Context: an optimization exercise on an open-source flow, tuned for a short achievable clock period and few clock cycles per item. The choices shown serve that exercise and are no tape-out recipe.
The RTL was checked by simulation tests, not by an equivalence proof against the original design.
Power figures rest on the tool's default switching activity, not on a simulated workload.

==> 07-24 <==
==> flow/design.v <==
package dmem_responder_pkg;
  localparam int DEPTH_DEF   = 64;
  localparam int LATENCY_DEF = 2;
  localparam int CNT_W       = 4;
  localparam logic [1:0] ALIGN_OK  = 2'b00;
  localparam int         WORD_BYTES = 4;
  typedef enum logic [1:0] {
    IDLE = 2'd0,
    BUSY = 2'd1,
    RESP = 2'd2
  } state_t;
  function automatic logic addrErr(
    input logic [31:0] addr,
    input int          depth
  );
    addrErr = (addr[1:0] != ALIGN_OK) ||
              (addr >= 32'(WORD_BYTES * depth));
  endfunction
endpackage
import dmem_responder_pkg::*;
module dmem_array
#(
  parameter  int DEPTH = DEPTH_DEF,
  localparam int AW    = $clog2(DEPTH)
) (
  input  logic          clk,
  input  logic          rst_n,
  input  logic          we,
  input  logic [AW-1:0] addr,
  input  logic [31:0]   wdata,
  output logic [31:0]   rdata
);
  logic [31:0] mem [DEPTH];
  always_ff @(posedge clk or negedge rst_n) begin
    if (!rst_n) begin
      for (int i = 0; i < DEPTH; i++) begin
        mem[i] <= '0;
      end
    end else if (we) begin
      mem[addr] <= wdata;
    end
  end
  assign rdata = mem[addr];
endmodule
import dmem_responder_pkg::*;
module dmem_responder
#(
  parameter int DEPTH   = DEPTH_DEF,
  parameter int LATENCY = LATENCY_DEF
) (
  input  logic        clk,
  input  logic        rst_n,
  input  logic        req_valid,
  output logic        req_ready,
  input  logic        req_write,
  input  logic [31:0] req_addr,
  input  logic [31:0] req_wdata,
  output logic        rsp_valid,
  input  logic        rsp_ready,
  output logic [31:0] rsp_rdata,
  output logic        rsp_err
);
  localparam int AW = $clog2(DEPTH);
  localparam logic [CNT_W-1:0] CNT_INIT =
    CNT_W'(LATENCY - 1);
  dmem_responder_pkg::state_t state;
  dmem_responder_pkg::state_t nextState;
  logic [CNT_W-1:0] cnt;
  logic [31:0]      capAddr;
  logic [31:0]      capWdata;
  logic             capWrite;
  logic [31:0]      rdataQ;
  logic             errQ;
  logic [31:0]      memRdata;
  logic             accept;
  logic             enterResp;
  logic             capErr;
  logic             memWe;
  assign accept    = (state == dmem_responder_pkg::IDLE) && req_valid;
  assign enterResp = (state == dmem_responder_pkg::BUSY) && (cnt == '0);
  assign capErr    = dmem_responder_pkg::addrErr(capAddr, DEPTH);
  assign memWe     = enterResp && capWrite && !capErr;
  dmem_array #(.DEPTH(DEPTH)) u_array (
    .clk   (clk),
    .rst_n (rst_n),
    .we    (memWe),
    .addr  (capAddr[AW+1:2]),
    .wdata (capWdata),
    .rdata (memRdata)
  );
  always_ff @(posedge clk or negedge rst_n) begin
    if (!rst_n) begin
      state <= dmem_responder_pkg::IDLE;
    end else begin
      state <= nextState;
    end
  end
  always_comb begin
    nextState = state;
    unique case (state)
      dmem_responder_pkg::IDLE: if (req_valid) nextState = dmem_responder_pkg::BUSY;
      dmem_responder_pkg::BUSY: if (cnt == '0) nextState = dmem_responder_pkg::RESP;
      dmem_responder_pkg::RESP: if (rsp_ready) nextState = dmem_responder_pkg::IDLE;
      default: nextState = dmem_responder_pkg::IDLE;
    endcase
  end
  always_comb begin
    req_ready = 1'b0;
    rsp_valid = 1'b0;
    unique case (1'b1)
      (state == dmem_responder_pkg::IDLE): req_ready = 1'b1;
      (state == dmem_responder_pkg::RESP): rsp_valid = 1'b1;
      default: ;
    endcase
  end
  always_ff @(posedge clk or negedge rst_n) begin
    if (!rst_n) begin
      cnt      <= '0;
      capAddr  <= '0;
      capWdata <= '0;
      capWrite <= 1'b0;
      rdataQ   <= '0;
      errQ     <= 1'b0;
    end else begin
      if (accept) begin
        cnt      <= CNT_INIT;
        capAddr  <= req_addr;
        capWdata <= req_wdata;
        capWrite <= req_write;
      end else if (state == dmem_responder_pkg::BUSY && cnt != '0) begin
        cnt <= cnt - 1'b1;
      end
      if (enterResp) begin
        rdataQ <= (capErr || capWrite) ? '0 : memRdata;
        errQ   <= capErr;
      end
    end
  end
  assign rsp_rdata = rdataQ;
  assign rsp_err   = errQ;
endmodule
==> flow/run.sh <==
#!/bin/bash
# synth_recipe.tcl (not shown) runs the flow's synth.tcl, then flattens the netlist and writes it again
# the make line also repeats each setting of config.mk as NAME=value (left out here)
make -C /OpenROAD-flow-scripts/flow DESIGN_CONFIG=/design/flow/config.mk WORK_HOME=/design/flow/orfs CLKGATE_MAP_FILE= SYNTH_SCRIPT=/design/flow/synth_recipe.tcl finish
==> flow/config.mk <==
export PLATFORM = sky130hd
export DESIGN_NAME = dmem_responder
export DESIGN_NICKNAME = dmem_responder
export VERILOG_FILES = /design/flow/design.v
export SDC_FILE = /design/flow/constraint.sdc
export NUM_CORES = 4
export LEC_CHECK = 0
export CAP_MARGIN = 20
export CORE_MARGIN = 2
export CORE_UTILIZATION = 40
export SLEW_MARGIN = 20
==> flow/constraint.sdc <==
create_clock -name core_clock -period 5.0 [get_ports {clk}]
set_input_delay 1.0000 -clock core_clock [delete_from_list [all_inputs] [get_ports {clk}]]
set_output_delay 1.0000 -clock core_clock [all_outputs]
set_load 0.01 [all_outputs]
==> 06-19 (differences from 07-24) <==
==> flow/design.v (replaced) <==
package dmem_responder_pkg;
  localparam int DEPTH_DEF   = 64;
  localparam int LATENCY_DEF = 2;
endpackage
import dmem_responder_pkg::*;
module dmem_array
#(
  parameter int DEPTH = DEPTH_DEF
) (
  input  logic             clk,
  input  logic [DEPTH-1:0] we,      
  input  logic [31:0]      wdata,
  input  logic [DEPTH-1:0] rsel,    
  output logic [31:0]      rdata
);
  logic [DEPTH-1:0][31:0] mem;
  always_ff @(posedge clk) begin
    for (int i = 0; i < DEPTH; i++) begin
      if (we[i]) mem[i] <= wdata;
    end
  end
  always_comb begin
    rdata = '0;
    for (int i = 0; i < DEPTH; i++) begin
      rdata = rdata | ({32{rsel[i]}} & mem[i]);
    end
  end
endmodule
import dmem_responder_pkg::*;
module dmem_responder
#(
  parameter int DEPTH   = DEPTH_DEF,
  parameter int LATENCY = LATENCY_DEF
) (
  input  logic        clk,
  input  logic        rst_n,
  input  logic        req_valid,
  output logic        req_ready,
  input  logic        req_write,
  input  logic [31:0] req_addr,
  input  logic [31:0] req_wdata,
  output logic        rsp_valid,
  input  logic        rsp_ready,
  output logic [31:0] rsp_rdata,
  output logic        rsp_err
);
  localparam int AW = $clog2(DEPTH);
  logic             accept;
  logic             reqErr;
  logic [DEPTH-1:0] dec;
  assign accept = req_valid && req_ready;
  assign reqErr = (req_addr[1:0] != 2'b00) || (req_addr[31:AW+2] != '0);
  always_comb begin
    for (int i = 0; i < DEPTH; i++) begin
      dec[i] = (req_addr[AW+1:2] == AW'(i));
    end
  end
  logic             v1;       
  logic             err1;
  logic [DEPTH-1:0] weQ;
  logic [DEPTH-1:0] rselQ;
  logic [31:0]      wdataQ;
  logic [DEPTH-1:0] wvalid;   
  always_ff @(posedge clk or negedge rst_n) begin
    if (!rst_n) begin
      v1     <= 1'b0;
      weQ    <= '0;
      wvalid <= '0;
    end else begin
      v1     <= accept;
      weQ    <= (accept && req_write && !reqErr) ? dec : '0;
      wvalid <= wvalid | weQ;
    end
  end
  always_ff @(posedge clk) begin
    err1   <= reqErr;
    wdataQ <= req_wdata;
    rselQ  <= (!req_write && !reqErr) ? (dec & (wvalid | weQ)) : '0;
  end
  logic [31:0] resData;
  dmem_array #(.DEPTH(DEPTH)) u_array (
    .clk   (clk),
    .we    (weQ),
    .wdata (wdataQ),
    .rsel  (rselQ),
    .rdata (resData)
  );
  logic        hv;
  logic [31:0] hData;
  logic        hErr;
  logic [31:0] qData [2];
  logic        qErr  [2];
  logic [1:0]  qCnt;
  logic        qRp;
  logic        qWp;
  logic [1:0]  nOut;      
  logic        rdyQ;
  logic hold;
  logic pop;
  logic qNe;
  logic hTake;            
  logic resToH;
  logic resToQ;
  logic qToH;
  assign hold   = hv && !rsp_ready;
  assign pop    = hv && rsp_ready;
  assign qNe    = (qCnt != 2'd0);
  assign hTake  = !hold;
  assign qToH   = hTake && qNe;
  assign resToH = hTake && !qNe && v1;
  assign resToQ = v1 && !resToH;
  always_ff @(posedge clk or negedge rst_n) begin
    if (!rst_n) begin
      hv   <= 1'b0;
      qCnt <= 2'd0;
      qRp  <= 1'b0;
      qWp  <= 1'b0;
    end else begin
      if (hTake) hv <= qNe || v1;
      if (qToH) qRp <= !qRp;
      if (resToQ) qWp <= !qWp;
      qCnt <= qCnt + {1'b0, resToQ} - {1'b0, qToH};
    end
  end
  always_ff @(posedge clk) begin
    if (hTake) begin
      hData <= qNe ? qData[qRp] : resData;
      hErr  <= qNe ? qErr[qRp]  : err1;
    end
    if (v1) begin
      qData[qWp] <= resData;
      qErr[qWp]  <= err1;
    end
  end
  logic [1:0] nNext;
  assign nNext = nOut + {1'b0, accept} - {1'b0, pop};
  always_ff @(posedge clk or negedge rst_n) begin
    if (!rst_n) begin
      nOut <= 2'd0;
      rdyQ <= 1'b1;
    end else begin
      nOut <= nNext;
      rdyQ <= (nNext != 2'd3);
    end
  end
  assign req_ready = rdyQ;
  assign rsp_valid = hv;
  assign rsp_rdata = hData;
  assign rsp_err   = hErr;
endmodule
==> qor summary <==
Post-DP HPWL: 07-24 240 mm; 06-19 127 mm
Primary FF master, synth: 07-24 sky130_fd_sc_hd__dfrtp_1; 06-19 sky130_fd_sc_hd__edfxtp_1
Average detailed-routed wire length per instance: 07-24 40.0 µm; 06-19 31.4 µm
Share of cell area taken by multi-input logic gates: 07-24 34.5%; 06-19 13.1%
Distinct cells, synth: 07-24 49; 06-19 33
Hold_ws: 07-24 0.0636 ns; 06-19 0.268 ns
Share of the synthesized area in the top cell type: 07-24 56.7%; 06-19 77.4%
Post-Place Cells: 07-24 9877; 06-19 7072
P&R area growth vs syn: 07-24 12.3%; 06-19 14.6%
Clock net power: 07-24 17.1 mW; 06-19 16.8 mW
Met1 Routed Length: 07-24 158 mm; 06-19 97.8 mm
Worst max-slew margin expressed relative to the limit: 07-24 15.1%; 06-19 19.9%
Total die area: 07-24 0.241 mm²; 06-19 0.212 mm²
Count of flip-flops with a built-in enable after synthesis: 07-24 0; 06-19 2147
Outcome: 07-24 no timing/DRC/antenna violations; 06-19 no timing/DRC/antenna violations
Worst path arrival time: 07-24 5.39 ns; 06-19 3.96 ns
Global-route wire length before repair: 07-24 560 mm; 06-19 328 mm
Testbench counts of 07-24, summed over its fixed seeds: cycles 12,800, items 3,200.
Testbench counts of 06-19, summed over its fixed seeds: cycles 3,216, items 3,200.

[what the ideal ports hide]
In the flow no input, the clock included, has a driving cell. The finished layouts below were timed again as built, in two steps. Step 1: set_driving_cell puts a clkbuf_16 on clk and a buf_2 on each other input, an assumption about the parent block. Step 2 moves the port delays by t, midway between the first and last clock arrival at a register: inputs arrive t later, outputs are due t later. That takes back most of the time a late clock gives input paths. Three values: ideal ports, drivers, drivers and shift; two values: the first two.
| run | t (ns) | setup WS [ns] | slew at the worst register clock pin (ns) |
|---|---|---|---|
| 07-24 | 0.984 | 0.361 / 0.361 / 0.361 | 0.07 / 0.07 |
| 06-19 | 0.930 | 1.667 / 1.667 / 1.266 | 0.07 / 0.07 |
After both steps every run listed still meets setup and hold. For 06-19, which loses most, drivers alone change the setup slack by 0.000 ns; drivers and shift together by -0.401 ns.
